Source: an optimization exercise on an open RTL-to-GDS flow (aim: small area, a short achievable clock period and few clock cycles). Production flows keep margins and buffers that such runs may drop. Function was checked by simulation only, so behaviour that the tests miss may differ from the original. Power and IR drop assume default switching activity.

== v22 ==
==> flow/design.v (excerpt) <==
module stack_queue_engine_top (
  input  logic               clk,
  input  logic               rst_n,
  input  logic               in_valid,
  output logic               in_ready,
  input  sqe_pkg::in_item_t  in_data,
  output logic               out_valid,
  input  logic               out_ready,
  output sqe_pkg::out_item_t out_data,
  input  logic               cfg_we,
  input  logic               cfg_wdata
);
make LEC_CHECK=0 CAP_MARGIN=20 CORE_MARGIN=2 CORE_UTILIZATION=50 CTS_BUF_LIST=sky130_fd_sc_hd__clkbuf_16 CTS_CLUSTER_DIAMETER=100 CTS_CLUSTER_SIZE=20 SETUP_SLACK_MARGIN=3.3 SLEW_MARGIN=20 finish   # period 6.0 ns
run.sh (not shown) runs the stock make flow with config.mk's settings and CLKGATE_MAP_FILE= SYNTH_SCRIPT=/design/flow/synth_recipe.tcl, a recipe that flattens the netlist after the stock synthesis.
Looking at the reports, v22 completed the entire flow and the layout it produced met the timing, design-rule and antenna checks.
Testbench counts of v22, summed over its fixed seeds: cycles 37,882.
The following lists how v32 was set up differently from v22:
Settings: changing SETUP_SLACK_MARGIN from 3.3 to 3.7.
==> summary.txt <==
- [diff] via count, v32 relative to v22: regression
- Source of the critical timing path = wrow[1]: v22; source of the critical timing path = od[9]: v32
- v22 ended up with reg2reg as its kind of critical path; v32 ended up with reg2out.
- [compare] base=v22 new=v32: number of global-route vias before repair went up, setup clock skew after layout went down by 0.0044 ns, endpoint arrival time on the critical path fell 1.63 ns, final core utilization shows an increase of 3.0 points, last weighted congestion value of the routability-driven placer rose by about 0.6%.

Setup of main:
stack_queue_engine_top again, from the RTL that the note above started with.
Settings: LEC_CHECK=0, CAP_MARGIN=20, CORE_MARGIN=2, CORE_UTILIZATION=60, CTS_BUF_LIST=sky130_fd_sc_hd__clkbuf_16, CTS_CLUSTER_DIAMETER=100, CTS_CLUSTER_SIZE=20, SETUP_SLACK_MARGIN=3.5, SLEW_MARGIN=20; clock period 6.0 ns.
main: PASS, flow complete, no timing, DRC or antenna violations
Testbench counts of main, summed over its fixed seeds: cycles 37,882.
## Diff of input files: the feature branch against main
- putting TNS_END_PERCENT at 10 where nothing was set
- swapping 20 for 10 in CAP_MARGIN
- swapping 60 for 50 in CORE_UTILIZATION
- swapping 20 for 24 in CTS_CLUSTER_SIZE
- swapping 20 for 10 in SLEW_MARGIN
Notes after the runs:
- For area occupied by registers, main and the feature branch come out practically identical.
- Relative contribution of the clock network to total power ended up 1.4 points lower on the feature branch than on main.
- Against main, routed wire length on met3 in the feature branch fell by more than 10%.

Setup of run Z:
The RTL this note starts from:
==> flow/design.v <==
package sqe_pkg;
  typedef struct packed {
    logic [2:0]         operation;
    logic signed [31:0] push_value;
  } in_item_t;
  typedef struct packed {
    logic signed [31:0] result_value;
    logic [2:0]         status;
    logic               last;
  } out_item_t;
endpackage
module stack_queue_engine_top (
  input  logic               clk,
  input  logic               rst_n,
  input  logic               in_valid,
  output logic               in_ready,
  input  sqe_pkg::in_item_t  in_data,
  output logic               out_valid,
  input  logic               out_ready,
  output sqe_pkg::out_item_t out_data,
  input  logic               cfg_we,
  input  logic               cfg_wdata
);
  localparam int RING = 63;
  function automatic logic [5:0] inc63(input logic [5:0] p);
    inc63 = (p == 6'd62) ? 6'd0 : p + 6'd1;
  endfunction
  function automatic logic [5:0] dec63(input logic [5:0] p);
    dec63 = (p == 6'd0) ? 6'd62 : p - 6'd1;
  endfunction
  logic        mode_r;
  logic        in_ready_r;
  logic [31:0] head_r;              
  logic [31:0] ring [RING];         
  logic [5:0]  rtop;                
  logic [5:0]  rtopm1;              
  logic [5:0]  rtail;               
  logic [5:0]  rp;                  
  logic [6:0]  count;
  logic        e0, e1, fl;          
  logic        dbusy;               
  logic [5:0]  dcnt;                
  logic        dlast;               
  logic        ov;
  logic [35:0] od;
  logic [2:0]  op;
  logic [31:0] val;
  logic        ex;
  assign op  = in_data.operation;
  assign val = in_data.push_value;
  assign ex  = in_valid && in_ready_r;    
  logic short;
  assign short = e0 || e1;
  logic is_push, is_pop, is_swap, is_peek, is_dump;
  assign is_push = (op == 3'd0);
  assign is_pop  = (op == 3'd1);
  assign is_swap = (op == 3'd2);
  assign is_peek = (op == 3'd3);
  assign is_dump = (op == 3'd4);
  logic push_ok, pop_ok, swap_ok, err;
  assign push_ok = ex && is_push && !fl;
  assign pop_ok  = ex && is_pop && !e0;
  assign swap_ok = ex && is_swap && !short;
  assign err     = (is_push && fl) || (is_pop && e0) || (is_swap && short) ||
                   (is_peek && e0);
  logic            wv, byp;
  logic [5:0]      wrow;
  logic [31:0]     wdat;
  logic [RING-1:0] rsel;
  logic [31:0]     rdata;
  always_comb begin
    rdata = wdat & {32{byp}};
    for (int i = 0; i < RING; i++) rdata = rdata | (ring[i] & {32{rsel[i]}});
  end
  logic        wr_sw, wr_tl, wr_hd;
  logic [31:0] wdata;
  logic        ok_sw, ok_tl, ok_hd;
  assign wr_sw = in_valid && ok_sw && is_swap;
  assign wr_tl = in_valid && ok_tl && is_push;
  assign wr_hd = in_valid && ok_hd && is_push;
  assign wdata = (is_push && mode_r) ? val : head_r;
  logic [RING-1:0] row_we;
  always_comb begin
    for (int i = 0; i < RING; i++)
          row_we[i] = wv && (wrow == 6'(i));
  end
  always_ff @(posedge clk) begin
    for (int i = 0; i < RING; i++) begin
      if (row_we[i]) ring[i] <= wdat;
    end
  end
  logic wv_nxt, byp_nxt;
  assign wv_nxt  = wr_sw || wr_tl || wr_hd;
  assign byp_nxt = wr_sw || wr_hd || (wr_tl && e1);
  always_ff @(posedge clk) begin
    if (!rst_n) begin
      wv  <= 1'b0;
      byp <= 1'b0;
    end else begin
      wv  <= wv_nxt;
      byp <= byp_nxt;
    end
  end
  always_ff @(posedge clk) begin
    wrow <= wr_sw ? rtop : (wr_tl ? rtail : rtopm1);
    wdat <= wdata;
  end
  always_ff @(posedge clk) begin
    if (push_ok && (!mode_r || e0)) head_r <= val;
    else if ((pop_ok && !e1) || swap_ok) head_r <= rdata;
  end
  logic       ptop_up, ptop_dn;
  logic [5:0] rtop_nxt;
  assign ptop_up  = pop_ok && !e1;
  assign ptop_dn  = push_ok && !mode_r && !e0;
  assign rtop_nxt = ptop_up ? inc63(rtop) : (ptop_dn ? rtopm1 : rtop);
  logic e0_nxt, e1_nxt, fl_nxt;
  always_comb begin
    e0_nxt = e0;
    e1_nxt = e1;
    fl_nxt = fl;
    if (push_ok) begin
      e0_nxt = 1'b0;
      e1_nxt = e0;
      fl_nxt = (count == 7'd63);
    end else if (pop_ok) begin
      e0_nxt = e1;
      e1_nxt = (count == 7'd2);
      fl_nxt = 1'b0;
    end
  end
  logic emit;
  logic [5:0] rp_nxt;
  assign rp_nxt = (dbusy && !(emit && dlast)) ? (emit ? inc63(rp) : rp) : rtop_nxt;
  always_ff @(posedge clk) begin
    if (!rst_n) begin
      rtop   <= 6'd0;
      rtopm1 <= 6'd62;
      rtail  <= 6'd0;
      rp     <= 6'd0;
      rsel   <= RING'(1);
      count  <= 7'd0;
      e0     <= 1'b1;
      e1     <= 1'b0;
      fl     <= 1'b0;
    end else begin
      rtop <= rtop_nxt;
      if (ptop_up)      rtopm1 <= rtop;
      else if (ptop_dn) rtopm1 <= dec63(rtopm1);
      if (push_ok && mode_r && !e0) rtail <= inc63(rtail);
      rp   <= rp_nxt;
      for (int i = 0; i < RING; i++) rsel[i] <= (rp_nxt == 6'(i)) && !byp_nxt;
      if (push_ok)     count <= count + 7'd1;
      else if (pop_ok) count <= count - 7'd1;
      e0 <= e0_nxt;
      e1 <= e1_nxt;
      fl <= fl_nxt;
    end
  end
  logic dstart;
  assign dstart = ex && is_dump && !short;
  always_ff @(posedge clk) begin
    if (!rst_n) begin
      dbusy <= 1'b0;
    end else if (dstart) begin
      dbusy <= 1'b1;
      dcnt  <= 6'(count - 7'd1);
      dlast <= e1 ? 1'b0 : (count == 7'd2);
    end else if (emit) begin
      dbusy <= !dlast;
      dcnt  <= dcnt - 6'd1;
      dlast <= (dcnt == 6'd2);
    end
  end
  logic [2:0] st;
  always_comb begin
    if (is_peek)      st = 3'd1;
    else if (is_pop)  st = 3'd2;
    else if (is_swap) st = 3'd3;
    else              st = 3'd4;
  end
  logic       pend;
  logic [2:0] pend_st;
  logic       pend_last;
  logic       o_free, cres;
  assign o_free = !ov || out_ready;
  assign cres   = ex && (err || is_peek || (is_dump && !e0));
  assign emit   = dbusy && !pend && o_free;
  logic [2:0] g_st;
  logic       g_last, g_v;
  logic [31:0] g_val;
  always_comb begin
    if (pend) begin
      g_st   = pend_st;
      g_last = pend_last;
    end else if (dbusy) begin
      g_st   = 3'd0;
      g_last = dlast;
    end else begin
      g_st   = err ? st : 3'd0;
      g_last = err || is_peek || e1;
    end
    g_v   = pend || dbusy || cres;
    g_val = (dbusy && !pend) ? rdata : (g_st == 3'd0 ? head_r : 32'd0);
  end
  always_ff @(posedge clk) begin
    if (!rst_n) begin
      ov   <= 1'b0;
      pend <= 1'b0;
    end else if (o_free) begin
      ov   <= g_v;
      pend <= 1'b0;
    end else if (cres) begin
      pend <= 1'b1;
    end
  end
  always_ff @(posedge clk) begin
    if (o_free && g_v) od <= {g_val, g_st, g_last};
    if (!o_free && cres) begin
      pend_st   <= err ? st : 3'd0;
      pend_last <= err || is_peek || e1;
    end
  end
  logic pend_nxt, dbusy_nxt;
  assign pend_nxt  = !o_free && (pend || cres);
  assign dbusy_nxt = dstart || (dbusy && !(emit && dlast));
  logic in_ready_nxt, mode_nxt;
  assign in_ready_nxt = !dbusy_nxt && !pend_nxt;
  assign mode_nxt     = cfg_we ? cfg_wdata : mode_r;
  always_ff @(posedge clk) begin
    if (!rst_n) begin
      mode_r     <= 1'b0;
      in_ready_r <= 1'b1;
      ok_sw      <= 1'b0;
      ok_tl      <= 1'b0;
      ok_hd      <= 1'b0;
    end else begin
      mode_r     <= mode_nxt;
      in_ready_r <= in_ready_nxt;
      ok_sw      <= in_ready_nxt && !e0_nxt && !e1_nxt;
      ok_tl      <= in_ready_nxt && !e0_nxt && !fl_nxt && mode_nxt;
      ok_hd      <= in_ready_nxt && !e0_nxt && !fl_nxt && !mode_nxt;
    end
  end
  assign in_ready  = in_ready_r;
  assign out_valid = ov;
  assign out_data  = od;
endmodule
Settings: LEC_CHECK=0, CAP_MARGIN=20, CORE_MARGIN=2, CORE_UTILIZATION=50, CTS_BUF_LIST=sky130_fd_sc_hd__clkbuf_16, CTS_CLUSTER_DIAMETER=100, CTS_CLUSTER_SIZE=20, SETUP_SLACK_MARGIN=3.5, SLEW_MARGIN=20; clock period 6.0 ns.
Testbench counts of run Z, summed over its fixed seeds: cycles 37,882.
What run R does differently from run Z at the input level:
- a change of CTS_CLUSTER_SIZE from 20 to 24
- a change of SLEW_MARGIN from 20 to 10
- a change of CAP_MARGIN from 20 to 10
- an added TNS_END_PERCENT of 30
--- outcome ---
Of run Z and run R, the higher layout-stage area growth over the synthesis result belongs to run Z.
Hold slack across run Z and run R: no real change.
Sort run Z and run R by clock-buffer cell count asc -> top: run R
Going from run Z to run R, overall routed net length has decreased; non-clock buffering overhead in the final layout decreased 0.73 points; static leakage lower; final net count -1.5%.
[compare] base=run Z new=run R: via count shows a reduction of about 1.8%, post-route total power decreased by 2.5% relative to the old numbers, final non-filler cell area went down 1.8%.
Against run Z, first-pass GRT wire length in run R came out better.

re-timing with driven ports:
The results above use ideal ports. As a check the final layouts listed here were re-extracted and re-timed, cells and wires unchanged. Step 1 assumes that a clkbuf_16 drives the clock port and a buf_2 every other input. Step 2 moves the port delays by t, midway between the first and last clock arrival at a register: inputs arrive t later, outputs are due t later. That takes back most of the time a late clock gives input paths. Slacks: ideal ports / drivers / drivers and shift; pairs: ideal ports / drivers.
| run | t (ns) | setup slack, ns | worst register clock-pin slew, ns |
|---|---|---|---|
| v22 | 0.879 | 3.189 / 3.189 / 2.509 | 0.09 / 0.09 |
| v32 | 0.881 | 3.211 / 3.126 / 2.638 | 0.09 / 0.09 |
| main | 0.863 | 3.087 / 3.006 / 2.653 | 0.09 / 0.09 |
| the feature branch | 0.845 | 2.736 / 2.736 / 2.457 | 0.11 / 0.11 |
| run Z | 0.863 | 3.185 / 3.104 / 2.629 | 0.09 / 0.09 |
| run R | 0.857 | 2.892 / 2.892 / 2.569 | 0.11 / 0.11 |
After both steps every run listed still meets setup and hold. The setup slack of v22, which loses most, moves by 0.000 ns with the drivers and by -0.680 ns with both steps.
